Context: an optimization exercise on an open-source flow, tuned for small area and a short achievable clock period. The choices shown serve that exercise and are no tape-out recipe. The RTL was checked by simulation tests, not by an equivalence proof against the original design.

## flow/design.v (module list and top-level ports; edited modules follow where they fit)
// module gardner_ted: 781 lines
// module loop_filter_pi: 311 lines
// module symbol_nco: 32 lines
// module timing_recovery_top: 39 lines
module timing_recovery_top (
  input  logic               clk,
  input  logic               reset_n,
  input  logic [31:0]        sample_i,     
  output logic [31:0]        sym_o,        
  output logic               sym_valid_o,
  output logic [18:0]        err_o,        
  output logic signed [11:0] ctrl_o
);
  // ...
==> flow/run.sh <==
#!/bin/bash
# synth_recipe.tcl (not shown) runs the flow's synth.tcl, then flattens the netlist and writes it again
# the make line also repeats each setting of config.mk as NAME=value (left out here)
make -C /OpenROAD-flow-scripts/flow DESIGN_CONFIG=/design/flow/config.mk WORK_HOME=/design/flow/orfs CLKGATE_MAP_FILE= SYNTH_SCRIPT=/design/flow/synth_recipe.tcl finish
==> flow/config.mk <==
export PLATFORM = sky130hd
export DESIGN_NAME = timing_recovery_top
export DESIGN_NICKNAME = timing_recovery_top
export VERILOG_FILES = /design/flow/design.v
export SDC_FILE = /design/flow/constraint.sdc
export NUM_CORES = 4
export LEC_CHECK = 0
export CAP_MARGIN = 20
export CORE_MARGIN = 2
export CORE_UTILIZATION = 40
export SETUP_SLACK_MARGIN = 5
export SLEW_MARGIN = 20
==> flow/constraint.sdc <==
create_clock -name core_clock -period 12.0 [get_ports {clk}]
set_input_delay 2.4000 -clock core_clock [delete_from_list [all_inputs] [get_ports {clk}]]
set_output_delay 2.4000 -clock core_clock [all_outputs]
set_load 0.01 [all_outputs]
==> summary.md, run 1 <==
| Metric | Value |
|---|---|
| Crit-path max cell delay | about 900 ps |
| Met2 Usage GRT | approximately a third |
| Non-Clock Buffer Area Fraction | ~4.8% |
| Hold EP | u_ted.dline[4][28]$_DFF_P_ |
| Worst path slowest cell | clkdlybuf4s50_1 |
| Synth Warn # | 4 |
| Tap Count | about 770 |
| Delay-heaviest family, CP | adder cells |
| Share of cells above drive strength 1 | 7.30% |
| CP dominant cell by count | fa_1 |
| Via density | approximately 5.2 |
| Fin util | roughly 46% |
| Clock buffer depth | 3 |
| Buf+Inv Stages, Crit Path | 2 |
| DP HPWL | 46,600 µm |
| Synth Cell Area | 23,500 µm² |
| Clock transition at the registers of the reported paths | 60 ps |
| Seq/Total Area, Yosys | 37.4% |
| Largest family of logic cells by synthesized area | adder cells |
| IO Count | 98 |
| Core area | just under 60,000 µm² |
| Top-area cell type share of the netlist area | around a third |
| Syn Nets | approximately 2,500 |
| Final instance area | 26,900 µm² |
| Worst Hold Slack | around 320 ps |
| Post-synthesis adder-cell area fraction | between 20% and 30% |
| Critical Path AT | 7260 ps |
| Max_slew headroom | between 20% and 30% |
| Synth-to-layout area growth | 14.6% |
| Status | finished clean |
| Final period util | a little under three fifths |
==> run 2: changes to the inputs <==
==> flow/flow/run.sh (new file) <==
#!/bin/bash
set -euo pipefail
bash standard.sh SETUP_SLACK_MARGIN=6 finish > standard_flow.log 2>&1
==> flow/standard.sh (new file) <==
#!/bin/bash
# synth_recipe.tcl (not shown) runs the flow's synth.tcl, then flattens the netlist and writes it again
# the make line also repeats each setting of config.mk as NAME=value (left out here)
make -C /OpenROAD-flow-scripts/flow DESIGN_CONFIG=/design/flow/config.mk WORK_HOME=/design/flow/orfs CLKGATE_MAP_FILE= SYNTH_SCRIPT=/design/flow/synth_recipe.tcl "${@:-finish}"
--- a/flow/config.mk
+++ b/flow/config.mk
@@ -7,6 +7,5 @@
 export LEC_CHECK = 0
 export CAP_MARGIN = 20
 export CORE_MARGIN = 2
-export CORE_UTILIZATION = 40
-export SETUP_SLACK_MARGIN = 5
+export CORE_UTILIZATION = 60
 export SLEW_MARGIN = 20
removed: flow/run.sh
==> run 2 against run 1 <==
Compared with the run above:
- die area is 33% lower
- global-route usage is 9.2 points higher
- clock-buffer cell count is 2 lower
- register-to-register slack better by 750 ps
- critical endpoint unchanged
- hold slack better by 4.3 ps
- highest routed layer unchanged
- first-iteration DRC count is 8.5% higher
==> summary.md, run 2 <==
| Metric | Value |
|---|---|
| HP Start | u_ted.dline[3][25]$_DFF_P_ (was u_ted.dline[3][28]$_DFF_P_) |
| H-tree depth | 2 (unchanged) |
| # nets final | 2,628 (was 2,605) |
| Hold depth | 0 (unchanged) |
| Worst Path Max Fanout | 7 (was 14) |
| Clk sinks | 429 (unchanged) |
| Reg2reg start | u_nco.strobe_q$_SDFF_PN0_ (unchanged) |
| # setup viols final | 0 (unchanged) |
| Largest Register | u_ted.dline (unchanged) |
| CTS root buf | clkbuf_16 (unchanged) |
| Via density | 5.76 (was 5.20) |
| Core area | 38,600 µm² (was 57,900 µm²) |
| R2R Setup Slk | 6180 ps (was 5430 ps) |
| Crit. Startpoint | sample_i[19] (was sample_i[25]) |
| Final worst slack | 6000 ps (was 5200 ps) |
| Post-synthesis adder-cell area fraction | 24.4% (unchanged) |
| Worst setup EP type | register (unchanged) |
| Worst r2r dst | u_ted.t_q[41]$_DFF_P_ (unchanged) |
| Largest registers | u_ted.dline: 320 flops, u_ted.t_q: 42 flops, u_ted.hp_q: 21 flops (unchanged) |
| Top-count cell post-synth | dfxtp_1 (unchanged) |
| Worst setup endpoint | u_ted.t_q[41]$_DFF_P_ (unchanged) |
| Highest-count cells in the layout ignoring fill and taps | dfxtp_1, inv_1, fa_1, xnor2_1, a22oi_1 (unchanged) |
| Critical Path AT | 6450 ps (was 7260 ps) |
| Commonest non-fill, non-tap cell in the layout | dfxtp_1 (unchanged) |
| Max_slew headroom | 24.5% (was 24.2%) |
| FF-to-FF path depth | 18 (unchanged) |
| Synth Cell Area | 23,500 µm² (unchanged) |
| Seq/Total Area, Yosys | 37.4% (unchanged) |
| Num rows | 72 (was 88) |
| First-pass GRT wire length | 95,800 µm (was 98,100 µm) |
| WP depth | 16 (was 13) |
| Total area of sequential cells | 8800 µm² (about the same) |
| Final Hold Viols | 0 (unchanged) |
| EDFF count, synth | 21 (unchanged) |
| Pre-CTS WS | 4840 ps (was 4480 ps) |
| Gpl congestion | 0.943 (was 0.919) |
| Slew @ Worst Pin | 1120 ps (was 1130 ps) |
| RSZ-0062 raised after global routing | true (was false) |
| Num CTS Buffers | 43 (was 46) |
| Initial antenna violation count | 0 (unchanged) |
| Die height | 202 µm (was 246 µm) |
| Ant diodes | 0 (unchanged) |
| Top-area cell type share of the netlist area | 34.7% (unchanged) |
| TritonCTS clock tree | built (unchanged) |
| Clock transition at the registers of the reported paths | 60 ps (about the same) |
| Pins Over Slew Limit | 0 (unchanged) |
| Compound-Gate Fraction of Synth Area | 13.7% (unchanged) |
| Synth-to-layout area growth | 14.0% (was 14.6%) |
| Number of remaining DRC errors | 0 (unchanged) |
| Synth Warn # | 4 (unchanged) |
| Routed Antenna Nets | 0 (unchanged) |
| Max cap viols | 0 (unchanged) |
| Cells after Synth | 2,178 (unchanged) |
| Area of the multi-input gates | 13,500 µm² (was 13,200 µm²) |
| DP HPWL | 43,900 µm (was 46,600 µm) |
| First drt pass iteration count | 6 (unchanged) |
| Vias in the first global route | 16,800 (was 16,400) |
| Grt ovf | 0 (unchanged) |
| Max reg flops | 320 (unchanged) |
| Setup TNS Final | 0 ps (unchanged) |
| Syn Nets | 2,546 (unchanged) |
| Die width | 202 µm (was 246 µm) |
| Largest net degree at the start of global routing | 33 (unchanged) |
| Ys async rst share | 0% (unchanged) |
| FILL cells | 2,936 (was 5,376) |
| Fin crit period | 6000 ps (was 6800 ps) |
| Largest family of logic cells by synthesized area | adder cells (unchanged) |
| Synth top cells by count | dfxtp_1, inv_1, fa_1 (unchanged) |
| Worst path slowest cell | fa_2 (was clkdlybuf4s50_1) |
| Mux contribution to synthesized area | 2.89% (unchanged) |
| DRC violation total after the first TritonRoute iteration | 1,206 (was 1,112) |
| Crit-path max cell delay | 600 ps (was 900 ps) |
| Skew-Pair Late Insertion Delay | 580 ps (was 600 ps) |
| Mean post-synth cell area | 10.8 µm² (unchanged) |
| Clock buffer depth | 3 (unchanged) |
| Delay-heaviest family, CP | adder cells (unchanged) |
| Via count | 16,200 (was 15,800) |
| IO Count | 98 (unchanged) |
| Status | finished clean (unchanged) |
| Worst path cell trace | dlygate4sd2_1 > buf_8 > a22oi_2 > xor2_2 > fa_2 > inv_1 > fa_1 > inv_1 > fa_1 > inv_1 > fa_1 > inv_2 > fa_2 > fa_2 > xnor2_2 > xnor2_1 (was clkdlybuf4s50_1 > a22oi_1 > xnor2_1 > fa_1 > fa_1 > fa_1 > fa_1 > fa_1 > inv_1 > fa_1 > fa_1 > xnor2_1 > xnor2_1) |
| Synth area leaders | dfxtp_1, fa_1, xnor2_1 (unchanged) |
| Initial Utilization | 60.8% (was 40.6%) |
| Crit Path Class | primary input to register (unchanged) |
| Post-Synth Simple-Gate Area | 5.17% (unchanged) |
| Synth Area in XOR/XNOR | 9.99% (unchanged) |
| Most area-hungry cell type in the Yosys netlist | dfxtp_1 (unchanged) |
| Drt total wl | 60,100 µm (was 62,700 µm) |
| Buf+Inv Stages, Crit Path | 6 (was 2) |
| CP Data Required Time | 12,440 ps (was 12,460 ps) |
| Post-synthesis register bit count | 429 (unchanged) |
| HP Class | register to register (unchanged) |
| Clock skew | 28.0 ps (was 30.1 ps) |
| WL per Instance | 21.4 µm (was 20.6 µm) |
| Share of cells above drive strength 1 | 11.7% (was 7.30%) |
| Commonest register cell after synthesis | dfxtp_1 (unchanged) |
| Die ar. | 40,800 µm² (was 60,700 µm²) |
| IO buf count | 97 (unchanged) |
| Total track usage | 30.4% (was 21.2%) |
| CP startpoint kind | primary input (unchanged) |
| Synth cell types | 75 (unchanged) |
| Final period util | 50.0% (was 56.6%) |
| FMAX | 167 MHz (was 147 MHz) |
run 2: worst min path at each step:
stage                                      end  slack [ps]
floorplan                u_nco.la_q[1]$_DFF_P_         310
global placement    u_ted.dline[7][14]$_DFF_P_         310
detailed placement  u_ted.dline[3][22]$_DFF_P_         310
CTS                 u_ted.dline[6][11]$_DFF_P_         320
global route        u_ted.dline[5][10]$_DFF_P_         330
finish              u_ted.dline[4][25]$_DFF_P_         320
run 2: cell type report:
cell class              instances  share of cell area [%]
clock buffers                  58                    4.53
clock inverters                20                   0.836
inverters                     250                    3.55
multi-input cells            1373                    50.3
flip-flops and latches        429                    32.9
well taps                     518                    2.42
repair buffers                163                    5.51
run 2: kinds of logic after synthesis:
group                    after synthesis
flip-flops                           429
AO/OA/AOI/OAI                        459
XOR/XNOR                             268
adder cells (fa/ha/maj)              334
multiplexers                          67
AND/OR/NAND/NOR                      245
buffers and inverters                376
run 2: repair_timing:
item,CTS,global route
gates cloned,0,0
gates resized for setup,140,40
setup endpoints to repair,33,23
setup buffers,26,10
pin swaps,20,7
hold buffers,0,0
run 2: through the flow:
stage / hold WS [ps] / area (µm²) / cells / utilization (%)
after floorplan: 310 / 23700 / 2178 / -
after global placement: 310 / 24900 / 2696 / 64.3
after detailed placement: 312 / 24900 / 2697 / 64.4
after CTS: 324 / 26600 / 2801 / 68.9
after global routing: 329 / 26800 / 2811 / 69.3
final: 323 / 26800 / 2811 / 69.3
run 2: layer usage:
| metal | track usage [%] | part of all wire, % | up-vias |
|---|---|---|---|
| met5 | 0 | 0 | - |
| met4 | 11.3 | 3.7 | 0 |
| met3 | 5.00 | 6.2 | 140 |
| met2 | 50.0 | 48 | 582 |
| met1 | 40.5 | 42 | 8000 |
| li1 | - | - | 7467 |
run 2: worst reg2reg max path: stages (launching register included):
cell	delay (ps)
dfxtp_4	380
buf_12	220
mux2i_1	630
inv_1	260
ha_2	630
a22oi_1	180
xnor2_1	170
fa_1	460
fa_1	450
inv_1	80
fa_1	160
inv_1	80
fa_2	410
fa_1	500
inv_2	40
fa_2	380
fa_2	370
xnor2_2	150
xnor2_1	120
==> run 3: changes to the inputs <==
--- a/flow/config.mk
+++ b/flow/config.mk
@@ -7,5 +7,5 @@
 export LEC_CHECK = 0
 export CAP_MARGIN = 20
 export CORE_MARGIN = 2
-export CORE_UTILIZATION = 60
+export CORE_UTILIZATION = 40
 export SLEW_MARGIN = 20
==> run 3 against run 2 <==
Compared with the run above:
- still clean on timing, DRC and antenna
- sequential share of layout area shrank 0.51 points
- die area up 49%
- critical path depth is 2 lower
- area after synthesis is the same
- utilization decreased by 22 points
- highest routed layer unchanged
==> summary.md, run 3 <==
| Metric | Value |
|---|---|
| Max cap viols | 0 (unchanged) |
| DRC violation total after the first TritonRoute iteration | 1,158 (was 1,206) |
| CP startpoint kind | primary input (unchanged) |
| Critical Path AT | 6380 ps (was 6450 ps) |
| Crit. Startpoint | sample_i[20] (was sample_i[19]) |
| Routed Antenna Nets | 0 (unchanged) |
| Via density | 5.22 (was 5.76) |
| Ant diodes | 0 (unchanged) |
| TritonCTS clock tree | built (unchanged) |
| Status | finished clean (unchanged) |
| Cells after Synth | 2,178 (unchanged) |
| Gpl congestion | 0.937 (was 0.943) |
| Fin crit period | 5920 ps (was 6000 ps) |
| Synth-to-layout area growth | 15.7% (was 14.0%) |
| Most area-hungry cell type in the Yosys netlist | dfxtp_1 (unchanged) |
| # nets final | 2,630 (was 2,628) |
| Slew @ Worst Pin | 986 ps (was 1120 ps) |
| EDFF count, synth | 21 (unchanged) |
| Commonest non-fill, non-tap cell in the layout | dfxtp_1 (unchanged) |
| HP Class | register to register (unchanged) |
| CTS root buf | clkbuf_16 (unchanged) |
| Worst setup EP type | register (unchanged) |
| FILL cells | 5,466 (was 2,936) |
| Clk sinks | 429 (unchanged) |
| Largest registers | u_ted.dline: 320 flops, u_ted.t_q: 42 flops, u_ted.hp_q: 21 flops (unchanged) |
| Total area of sequential cells | 8800 µm² (about the same) |
| Crit Path Class | primary input to register (unchanged) |
| Hold EP | u_ted.dline[9][23]$_DFF_P_ (was u_ted.dline[4][25]$_DFF_P_) |
| Skew-Pair Late Insertion Delay | 580 ps (about the same) |
| Largest Register | u_ted.dline (unchanged) |
| Number of remaining DRC errors | 0 (unchanged) |
| Synth area leaders | dfxtp_1, fa_1, xnor2_1 (unchanged) |
| Reg2reg start | u_nco.strobe_q$_SDFF_PN0_ (unchanged) |
| Clock transition at the registers of the reported paths | 60 ps (about the same) |
| Worst path slowest cell | fa_1 (was fa_2) |
| Die height | 246 µm (was 202 µm) |
| CP Data Required Time | 12,460 ps (was 12,440 ps) |
| IO buf count | 97 (unchanged) |
| Worst r2r dst | u_ted.t_q[41]$_DFF_P_ (unchanged) |
| Synth Warn # | 4 (unchanged) |
| FMAX | 169 MHz (was 167 MHz) |
| Vias in the first global route | 16,300 (was 16,800) |
| Synth top cells by count | dfxtp_1, inv_1, fa_1 (unchanged) |
| FF-to-FF path depth | 20 (was 18) |
| Buf+Inv Stages, Crit Path | 3 (was 6) |
| Share of cells above drive strength 1 | 12.0% (was 11.7%) |
| Die width | 246 µm (was 202 µm) |
| Mean post-synth cell area | 10.8 µm² (unchanged) |
| Final period util | 49.3% (was 50.0%) |
| Total track usage | 20.9% (was 30.4%) |
| Fin util | 47.0% (was 69.3%) |
| Worst Path Max Fanout | 5 (was 7) |
| Highest-count cells in the layout ignoring fill and taps | dfxtp_1, inv_1, fa_1, xnor2_1, a22oi_1 (unchanged) |
| WL per Instance | 20.4 µm (was 21.4 µm) |
| Seq/Total Area, Yosys | 37.4% (unchanged) |
| Ys async rst share | 0% (unchanged) |
| Top-area cell type share of the netlist area | 34.7% (unchanged) |
| First drt pass iteration count | 6 (unchanged) |
| Num rows | 88 (was 72) |
| Num CTS Buffers | 46 (was 43) |
| Pins Over Slew Limit | 0 (unchanged) |
| RSZ-0062 raised after global routing | false (was true) |
| Via count | 16,000 (was 16,200) |
| IO Count | 98 (unchanged) |
| R2R Setup Slk | 6230 ps (was 6180 ps) |
| # setup viols final | 0 (unchanged) |
| Commonest register cell after synthesis | dfxtp_1 (unchanged) |
| Clock skew | 22.3 ps (was 28.0 ps) |
| Final Hold Viols | 0 (unchanged) |
| Hold depth | 0 (unchanged) |
| Delay-heaviest family, CP | adder cells (unchanged) |
| Largest net degree at the start of global routing | 35 (was 33) |
| Crit-path max cell delay | 500 ps (was 600 ps) |
| HP Start | u_ted.dline[8][23]$_DFF_P_ (was u_ted.dline[3][25]$_DFF_P_) |
| Grt ovf | 0 (unchanged) |
| First-pass GRT wire length | 97,200 µm (was 95,800 µm) |
| CP dominant cell by count | fa_2 |
| Max_slew headroom | 33.8% (was 24.5%) |
| Max reg flops | 320 (unchanged) |
| Setup TNS Final | 0 ps (unchanged) |
| Clock buffer depth | 3 (unchanged) |
| Core area | 57,900 µm² (was 38,600 µm²) |
| Drt total wl | 62,400 µm (was 60,100 µm) |
| Post-synthesis register bit count | 429 (unchanged) |
| H-tree depth | 2 (unchanged) |
| Worst path cell trace | buf_6 > bufbuf_16 > a22oi_2 > xnor2_2 > fa_2 > fa_2 > fa_2 > fa_2 > fa_1 > inv_2 > fa_2 > fa_2 > xnor2_2 > xnor2_1 (was dlygate4sd2_1 > buf_8 > a22oi_2 > xor2_2 > fa_2 > inv_1 > fa_1 > inv_1 > fa_1 > inv_1 > fa_1 > inv_2 > fa_2 > fa_2 > xnor2_2 > xnor2_1) |
| Syn Nets | 2,546 (unchanged) |
| DP HPWL | 46,100 µm (was 43,900 µm) |
| Hold-fix buffers, CTS | 0 (unchanged) |
| Top-count cell post-synth | dfxtp_1 (unchanged) |
| Synth cell types | 75 (unchanged) |
| Die ar. | 60,700 µm² (was 40,800 µm²) |
| Initial antenna violation count | 0 (unchanged) |
| Initial Utilization | 40.6% (was 60.8%) |
| Area of the multi-input gates | 13,500 µm² (about the same) |
| Synth Cell Area | 23,500 µm² (unchanged) |
run 3: stage by stage:
step / area [µm²] / instances / hold WS, ps / worst slack [ps]
floorplan: 23700 / 2178 / 310 / 5890
global placement: 25200 / 2949 / 310 / 4940
detailed placement: 25200 / 2949 / 312 / 4860
CTS: 27100 / 3052 / 314 / 5930
global route: 27200 / 3062 / 315 / 6000
finish: 27200 / 3062 / 317 / 6080
run 3: worst max-delay path by stage:
stage	cells past startpoint	end
6_report	14	u_ted.t_q[41]$_DFF_P_
5_1_grt	15	u_ted.t_q[41]$_DFF_P_
4_1_cts	15	u_ted.t_q[41]$_DFF_P_
3_5_place_dp	15	u_ted.t_q[28]$_DFF_P_
3_3_place_gp	15	u_ted.t_q[26]$_DFF_P_
2_1_floorplan	16	u_ted.t_q[41]$_DFF_P_
run 3: cells by family (layout without fill, tap and decap cells):
| logic type | after synthesis | count (layout) | share of synthesized area [%] |
|---|---|---|---|
| compound gates | 459 | 459 | 13.7 |
| xor+xnor | 268 | 268 | 9.99 |
| fa+ha+maj | 334 | 334 | 24.4 |
| buf+inv | 376 | 495 | 6.45 |
| flops | 429 | 429 | 37.4 |
| mux | 67 | 67 | 2.89 |
| simple gates | 245 | 245 | 5.17 |
run 3: metal layers:
layer / GRT usage (%) / share of wire, %
met1: 27.6 / 43
met2: 35.2 / 48
met3: 2.52 / 5.0
met4: 7.44 / 3.5
met5: 0 / 0
run 3: area by class of cell:
type,instances,area share [%]
timing repair buffer,162,5.50
tap,765,3.52
clock inverter,23,0.929
clock buffer,60,4.61
sequential,429,32.3
multi-input combinational,1373,49.6
inverter,250,3.50
run 3: timing repair:
action                     in CTS  in global routing
buffers inserted               17                 10
gates cloned                    3                  0
pin swaps                       5                 13
resized for setup             104                119
setup endpoints to repair      33                 31
run 3: worst register-to-register path: cells and delay by family, from the launching register on:
kind | cells | cell delay, ps
flops | 1 | 340
mux | 1 | 350
simple gates | 1 | 100
fa+ha+maj | 8 | 3210
xor+xnor | 3 | 480
buf+inv | 7 | 1180
==> run 4: changes to the inputs <==
--- a/flow/config.mk
+++ b/flow/config.mk
@@ -8,4 +8,6 @@
 export CAP_MARGIN = 20
 export CORE_MARGIN = 2
 export CORE_UTILIZATION = 40
+export CTS_BUF_LIST = sky130_fd_sc_hd__clkbuf_8
+export CTS_CLUSTER_SIZE = 30
 export SLEW_MARGIN = 20
==> run 4 against run 3 <==
Compared with the run above:
- hold slack got worse by 4.3 ps
- register-to-register slack improved by 40 ps
==> summary.md, run 4 <==
| Metric | Value |
|---|---|
| Synth top cells by count | dfxtp_1, inv_1, fa_1 (unchanged) |
| EDFF count, synth | 21 (unchanged) |
| Post-Synth Simple-Gate Area | 5.17% (unchanged) |
| Ys async rst share | 0% (unchanged) |
| Total track usage | 21.0% (was 20.9%) |
| Mean post-synth cell area | 10.8 µm² (unchanged) |
| RSZ-0062 raised after global routing | false (unchanged) |
| Reg2reg start | u_nco.strobe_q$_SDFF_PN0_ (unchanged) |
| Initial Utilization | 40.6% (unchanged) |
| Hold-fix buffers, CTS | 0 (unchanged) |
| DP Cell Count | 2,949 (unchanged) |
| R2R Setup Slk | 6270 ps (was 6230 ps) |
| Max cap viols | 0 (unchanged) |
| WL per Instance | 20.3 µm (was 20.4 µm) |
| Top-area cell type share of the netlist area | 34.7% (unchanged) |
| Via count | 16,300 (was 16,000) |
| Routed Antenna Nets | 0 (unchanged) |
| Worst Hold Slack | 313 ps (was 317 ps) |
| Clk sinks | 429 (unchanged) |
| Slew @ Worst Pin | 1040 ps (was 986 ps) |
| Synth-to-layout area growth | 15.9% (was 15.7%) |
| Max_slew headroom | 30.3% (was 33.8%) |
| Synth area leaders | dfxtp_1, fa_1, xnor2_1 (unchanged) |
| Grt ovf | 0 (unchanged) |
| FMAX | 170 MHz (was 169 MHz) |
| H-tree depth | 3 (was 2) |
| Setup TNS Final | 0 ps (unchanged) |
| Die ar. | 60,700 µm² (unchanged) |
| Clock buffer depth | 3 (unchanged) |
| Fin util | 47.0% (about the same) |
| Final period util | 49.0% (was 49.3%) |
| Syn Nets | 2,546 (unchanged) |
| Largest family of logic cells by synthesized area | adder cells (unchanged) |
| DRT met1 WL | 26,800 µm (was 26,900 µm) |
| Critical Path AT | 6450 ps (was 6380 ps) |
| Commonest non-fill, non-tap cell in the layout | dfxtp_1 (unchanged) |
| Die width | 246 µm (unchanged) |
| IO buf count | 97 (unchanged) |
| Synth Warn # | 4 (unchanged) |
| Post-synthesis adder-cell area fraction | 24.4% (unchanged) |
| Gpl congestion | 0.937 (unchanged) |
| Worst Path Max Fanout | 10 (was 5) |
| CP Data Required Time | 12,560 ps (was 12,460 ps) |
| Met2 WL | 30,800 µm (was 30,200 µm) |
| Top-count cell post-synth | dfxtp_1 (unchanged) |
| # nets final | 2,656 (was 2,630) |
| Num CTS Buffers | 71 (was 46) |
| Via density | 5.24 (was 5.22) |
| Status | finished clean (unchanged) |
| DRC violation total after the first TritonRoute iteration | 1,062 (was 1,158) |
| Largest net degree at the start of global routing | 35 (unchanged) |
| Num rows | 88 (unchanged) |
| HP Start | u_ted.dline[3][0]$_DFF_P_ (was u_ted.dline[8][23]$_DFF_P_) |
| Clock skew | 28.8 ps (was 22.3 ps) |
| Number of remaining DRC errors | 0 (unchanged) |
| Largest Register | u_ted.dline (unchanged) |
| Post-synthesis register bit count | 429 (unchanged) |
| First drt pass iteration count | 8 (was 6) |
| Skew-Pair Late Insertion Delay | 670 ps (was 580 ps) |
| CTS root buf | clkbuf_8 (was clkbuf_16) |
| Seq/Total Area, Yosys | 37.4% (unchanged) |
| Final Hold Viols | 0 (unchanged) |
| Synth Cell Area | 23,500 µm² (unchanged) |
| IO Count | 98 (unchanged) |
| Pins Over Slew Limit | 0 (unchanged) |
| Final instance count without filler cells | 3,109 (was 3,062) |
| Share of cells above drive strength 1 | 12.6% (was 12.0%) |
| Initial antenna violation count | 1 (was 0) |
| DP HPWL | 46,100 µm (unchanged) |
| Max reg flops | 320 (unchanged) |
| Commonest register cell after synthesis | dfxtp_1 (unchanged) |
| Most area-hungry cell type in the Yosys netlist | dfxtp_1 (unchanged) |
| # setup viols final | 0 (unchanged) |
| Compound-Gate Fraction of Synth Area | 13.7% (unchanged) |
| Die height | 246 µm (unchanged) |
| Synth cell types | 75 (unchanged) |
| First-pass GRT wire length | 97,200 µm (about the same) |
| Vias in the first global route | 16,600 (was 16,300) |
| Drt total wl | 63,100 µm (was 62,400 µm) |
| Crit. Startpoint | sample_i[13] (was sample_i[20]) |
| TritonCTS clock tree | built (unchanged) |
| Highest-count cells in the layout ignoring fill and taps | dfxtp_1, inv_1, fa_1, xnor2_1, a22oi_1 (unchanged) |
| Core area | 57,900 µm² (unchanged) |
| Largest registers | u_ted.dline: 320 flops, u_ted.t_q: 42 flops, u_ted.hp_q: 21 flops (unchanged) |
| Clock transition at the registers of the reported paths | 80 ps (was 60 ps) |
| Synth Area in XOR/XNOR | 9.99% (unchanged) |
| Worst setup EP type | register (unchanged) |
| Crit Path Class | primary input to register (unchanged) |
| DR top layer | met4 (unchanged) |
| Fin crit period | 5890 ps (was 5920 ps) |
| CP startpoint kind | primary input (unchanged) |
| Mux contribution to synthesized area | 2.89% (unchanged) |
| Met3 routed WL | 3550 µm (was 3130 µm) |
| HP Class | register to register (unchanged) |
| Cells after Synth | 2,178 (unchanged) |
run 4: metrics by stage:
step           setup slack, ps  cell area, µm²
2_1_floorplan             5890           23700
3_3_place_gp              4940           25200
3_5_place_dp              4860           25200
4_1_cts                   5990           26900
5_1_grt                   6000           27200
6_report                  6110           27200
run 4: what timing repair did:
item,4_1_cts,5_1_grt
endpoints found under the setup margin,31,29
pin swaps,4,7
cloned,0,4
gates resized for setup,72,79
setup buffers,7,20
run 4: critical path: stages:
cell and delay [ps]:
dlygate4sd2_1 460, a22oi_1 150, xnor2_1 180, fa_1 420, inv_1 150, fa_1 450, fa_1 490, inv_1 50
fa_1 500, inv_1 50, fa_1 470, fa_2 400, xnor2_2 150, xnor2_1 120
run 4: layer usage:
metal | up-vias | global-route usage, %
met1 | 8143 | 27.3
li1 | 7526 | -
met4 | 0 | 8.93
met5 | - | 0
met3 | 90 | 3.40
met2 | 529 | 34.5
run 4: worst paths after layout:
path / end / depth (start not counted)
worst max register to register: u_ted.t_q[41]$_DFF_P_ / 19
worst max-delay path: u_ted.t_q[41]$_DFF_P_ / 14
worst min-delay path: u_ted.dline[4][0]$_DFF_P_ / 0
worst min register to register: u_ted.dline[4][0]$_DFF_P_ / 0
run 4: area by class of cell:
cell class | count | area [µm²]
fillers | 5461 | 30700
multi-input cells | 1373 | 13500
flip-flops and latches | 429 | 8800
repair buffers | 163 | 1540
clock buffers | 85 | 1170
well taps | 765 | 957
inverters | 250 | 950
clock inverters | 42 | 350
diodes | 2 | 5.00
run 4: cells by family (layout without fill, tap and decap cells):
kind of cell,Yosys count,count (layout)
simple gates,245,245
fa+ha+maj,334,334
other cells,0,2
compound gates,459,459
mux,67,67
xor+xnor,268,268
buf+inv,376,540
flops,429,429
==> run 5: changes to the inputs <==
==> flow/flow/run.sh (replaced) <==
#!/bin/bash
# The standard layout (the standard.sh) with these make settings: SETUP_SLACK_MARGIN=6
# (ADDER_MAP_FILE empty leaves adders to ABC instead of full/half-adder cells;
# registers are mapped as in the standard synthesis. SETUP_SLACK_MARGIN makes the
# timing repair aim for that much setup slack.)
set -euo pipefail
bash standard.sh SETUP_SLACK_MARGIN=6 finish > standard_flow.log 2>&1
--- a/flow/config.mk
+++ b/flow/config.mk
@@ -8,6 +8,4 @@
 export CAP_MARGIN = 20
 export CORE_MARGIN = 2
 export CORE_UTILIZATION = 40
-export CTS_BUF_LIST = sky130_fd_sc_hd__clkbuf_8
-export CTS_CLUSTER_SIZE = 30
 export SLEW_MARGIN = 20
==> run 5 against run 4 <==
Compared with the run above:
- clock skew decreased by 6.4 ps
- flip-flop and latch count did not move
- critical endpoint unchanged
- via count shrank 1.8%
- area after synthesis did not move
- sequential share of layout area is essentially flat
- non-clock buffer count down 1
- design area hardly changed
==> summary.md, run 5 <==
| Metric | Value |
|---|---|
| Status | finished clean (unchanged) |
| Fin crit period | 5920 ps (was 5890 ps) |
| Num rows | 88 (unchanged) |
| Worst r2r dst | u_ted.t_q[41]$_DFF_P_ (unchanged) |
| EDFF count, synth | 21 (unchanged) |
| Worst path cell trace | buf_6 > bufbuf_16 > a22oi_2 > xnor2_2 > fa_2 > fa_2 > fa_2 > fa_2 > fa_1 > inv_2 > fa_2 > fa_2 > xnor2_2 > xnor2_1 (was dlygate4sd2_1 > a22oi_1 > xnor2_1 > fa_1 > inv_1 > fa_1 > fa_1 > inv_1 > fa_1 > inv_1 > fa_1 > fa_2 > xnor2_2 > xnor2_1) |
| Die height | 246 µm (unchanged) |
| DP HPWL | 46,100 µm (unchanged) |
| Reg2reg start | u_nco.strobe_q$_SDFF_PN0_ (unchanged) |
| Clock skew | 22.3 ps (was 28.8 ps) |
| Syn Nets | 2,546 (unchanged) |
| Top-count cell post-synth | dfxtp_1 (unchanged) |
| Commonest register cell after synthesis | dfxtp_1 (unchanged) |
| Die width | 246 µm (unchanged) |
| RSZ-0062 raised after global routing | false (unchanged) |
| Via density | 5.22 (was 5.24) |
| Crit-path max cell delay | 500 ps (about the same) |
| Clk sinks | 429 (unchanged) |
| CP Data Required Time | 12,460 ps (was 12,560 ps) |
| Final Hold Viols | 0 (unchanged) |
| Crit. Startpoint | sample_i[20] (was sample_i[13]) |
| Initial antenna violation count | 0 (was 1) |
| Delay-heaviest family, CP | adder cells (unchanged) |
| WL per Instance | 20.4 µm (was 20.3 µm) |
| Mean post-synth cell area | 10.8 µm² (unchanged) |
| Initial Utilization | 40.6% (unchanged) |
| Skew-Pair Late Insertion Delay | 580 ps (was 670 ps) |
| Worst path slowest cell | fa_1 (unchanged) |
| First-pass GRT wire length | 97,200 µm (about the same) |
| Via count | 16,000 (was 16,300) |
| HP Class | register to register (unchanged) |
| Die ar. | 60,700 µm² (unchanged) |
| Largest registers | u_ted.dline: 320 flops, u_ted.t_q: 42 flops, u_ted.hp_q: 21 flops (unchanged) |
| Synth area leaders | dfxtp_1, fa_1, xnor2_1 (unchanged) |
| H-tree depth | 2 (was 3) |
| Final period util | 49.3% (was 49.0%) |
| Clock transition at the registers of the reported paths | 60 ps (was 80 ps) |
| Synth top cells by count | dfxtp_1, inv_1, fa_1 (unchanged) |
| Synth-to-layout area growth | 15.7% (was 15.9%) |
| IO Count | 98 (unchanged) |
| Hold depth | 0 (unchanged) |
| Synth Warn # | 4 (unchanged) |
| Grt ovf | 0 (unchanged) |
| Crit Path Class | primary input to register (unchanged) |
| Max_slew headroom | 33.8% (was 30.3%) |
| Max cap viols | 0 (unchanged) |
| CTS root buf | clkbuf_16 (was clkbuf_8) |
| Ys async rst share | 0% (unchanged) |
| Setup TNS Final | 0 ps (unchanged) |
| IO buf count | 97 (unchanged) |
| TritonCTS clock tree | built (unchanged) |
| Highest-count cells in the layout ignoring fill and taps | dfxtp_1, inv_1, fa_1, xnor2_1, a22oi_1 (unchanged) |
| Routed Antenna Nets | 0 (unchanged) |
| Slew @ Worst Pin | 986 ps (was 1040 ps) |
| CP startpoint kind | primary input (unchanged) |
| Ant diodes | 0 (was 2) |
| Worst setup endpoint | u_ted.t_q[41]$_DFF_P_ (unchanged) |
| Most area-hungry cell type in the Yosys netlist | dfxtp_1 (unchanged) |
| Max reg flops | 320 (unchanged) |
| Num CTS Buffers | 46 (was 71) |
| Largest net degree at the start of global routing | 35 (unchanged) |
| # setup viols final | 0 (unchanged) |
| Synth cell types | 75 (unchanged) |
| CP dominant cell by count | fa_2 (was fa_1) |
| Worst Path Max Fanout | 5 (was 10) |
| Gpl congestion | 0.937 (unchanged) |
| Cells after Synth | 2,178 (unchanged) |
| FMAX | 169 MHz (was 170 MHz) |
| Worst Hold Slack | 317 ps (was 313 ps) |
| Worst setup EP type | register (unchanged) |
| WP depth | 14 (unchanged) |
| Critical Path AT | 6380 ps (was 6450 ps) |
| Post-DP Area | 25,200 µm² (unchanged) |
| Top-area cell type share of the netlist area | 34.7% (unchanged) |
| Seq/Total Area, Yosys | 37.4% (unchanged) |
| Vias in the first global route | 16,300 (was 16,600) |
| Clock buffer depth | 3 (unchanged) |
| Share of cells above drive strength 1 | 12.0% (was 12.6%) |
| Pins Over Slew Limit | 0 (unchanged) |
| Largest Register | u_ted.dline (unchanged) |
| Synth Cell Area | 23,500 µm² (unchanged) |
| # nets final | 2,630 (was 2,656) |
| Core area | 57,900 µm² (unchanged) |
| Post-synthesis register bit count | 429 (unchanged) |
| Commonest non-fill, non-tap cell in the layout | dfxtp_1 (unchanged) |
| DRC violation total after the first TritonRoute iteration | 1,158 (was 1,062) |
| Buf+Inv Stages, Crit Path | 3 (was 4) |
| R2R Setup Slk | 6230 ps (was 6270 ps) |
| Number of remaining DRC errors | 0 (unchanged) |
| FF-to-FF path depth | 20 (was 19) |
| First drt pass iteration count | 6 (was 8) |
| Drt total wl | 62,400 µm (was 63,100 µm) |
| Total track usage | 20.9% (was 21.0%) |
| Final instance area | 27,200 µm² (about the same) |
[run 5: cell count changes in the layout (fill, tap and decap cells not counted), sizes merged]
cell	change
clkbuf	-34
bufinv	-2
inv	-20
bufbuf	+2
clkinvlp	+3
clkdlybuf4s15	-5
dlymetal6s2s	-6
diode	-2
buf	+15
clkdlybuf4s50	+2
[run 5: cells by family (layout without fill, tap and decap cells)]
kind of cell               Yosys count  count (layout)  share of synthesized area, %
xor gates and xnor gates           268             268                          9.99
adders and majority gates          334             334                          24.4
and+or+nand+nor                    245             245                          5.17
muxes                               67              67                          2.89
buffers and inverters              376             495                          6.45
DFF                                429             429                          37.4
AOI/OAI and AO/OA                  459             459                          13.7
[run 5: how the worst min path moves through the flow]
stage	startpoint	end
5_1_grt	u_ted.dline[8][23]$_DFF_P_	u_ted.dline[9][23]$_DFF_P_
4_1_cts	u_ted.dline[8][23]$_DFF_P_	u_ted.dline[9][23]$_DFF_P_
2_1_floorplan	u_nco.la_q[0]$_DFF_P_	u_nco.la_q[1]$_DFF_P_
3_5_place_dp	u_ted.dline[2][28]$_DFF_P_	u_ted.dline[3][28]$_DFF_P_
6_report	u_ted.dline[8][23]$_DFF_P_	u_ted.dline[9][23]$_DFF_P_
3_3_place_gp	u_nco.la_q[1]$_DFF_P_	u_nco.la_q[2]$_DFF_P_
[run 5: layout make-up]
type	count	area [µm²]
clock buffers	60	1250
flip-flops and latches	429	8800
clock inverters	23	253
well taps	765	957
inverters	250	953
repair buffers	162	1500
fillers	5466	30700
multi-input cells	1373	13500
[run 5: what timing repair did]
item,CTS,global route
pin swaps,5,13
setup endpoints to repair,33,31
hold buffers,0,0
cloned,3,0
setup buffers,17,10
gates resized for setup,104,119
[run 5: stage by stage]
step                      std cells  utilization [%]  setup slack [ps]
after floorplan                2178                -              5890
after global placement         2949             43.5              4940
after detailed placement       2949             43.5              4860
after CTS                      3052             46.8              5930
after global routing           3062             47.0              6000
final                          3062             47.0              6080
[run 5: metal layers]
metal / wire length, µm / GRT usage (%) / up-vias
met5: 0 / 0 / -
li1: - / - / 7454
met3: 3130 / 2.52 / 93
met1: 26900 / 27.6 / 7980
met2: 30200 / 35.2 / 461
met4: 2210 / 7.44 / 0

[re-timing with driven ports]
The flow's constraints put no driver on any port. The routed layouts listed below were extracted and timed again, unchanged, in two steps.
Step 1: set_driving_cell puts a clkbuf_16 on clk and a buf_2 on each other input, an assumption about the parent block.
Step 2 also shifts input and output timing later by t, the mid clock arrival at the registers, as if the neighbouring blocks saw the same clock.
a / b / c = no drivers / after step 1 / after step 2; a / b = the first two.
run	t, ns	slack for setup (ns)	worst setup path after step 2	worst register clock-pin slew, ns	cell pins on the clock port's net
run 1	0.644	5.203 / 5.227 / 4.583	input to register	0.08 / 0.08	1
run 2	0.621	5.996 / 6.037 / 5.417	input to register	0.07 / 0.07	1
run 3	0.635	6.085 / 6.086 / 5.481	input to register	0.06 / 0.06	1
run 4	0.715	6.114 / 6.083 / 5.432	input to register	0.08 / 0.08	1
run 5	0.635	6.085 / 6.086 / 5.481	input to register	0.06 / 0.06	1
After both steps setup and hold are still met in every run listed. The setup slack of run 4, which loses most, moves by -0.031 ns with the drivers and by -0.682 ns with both steps.
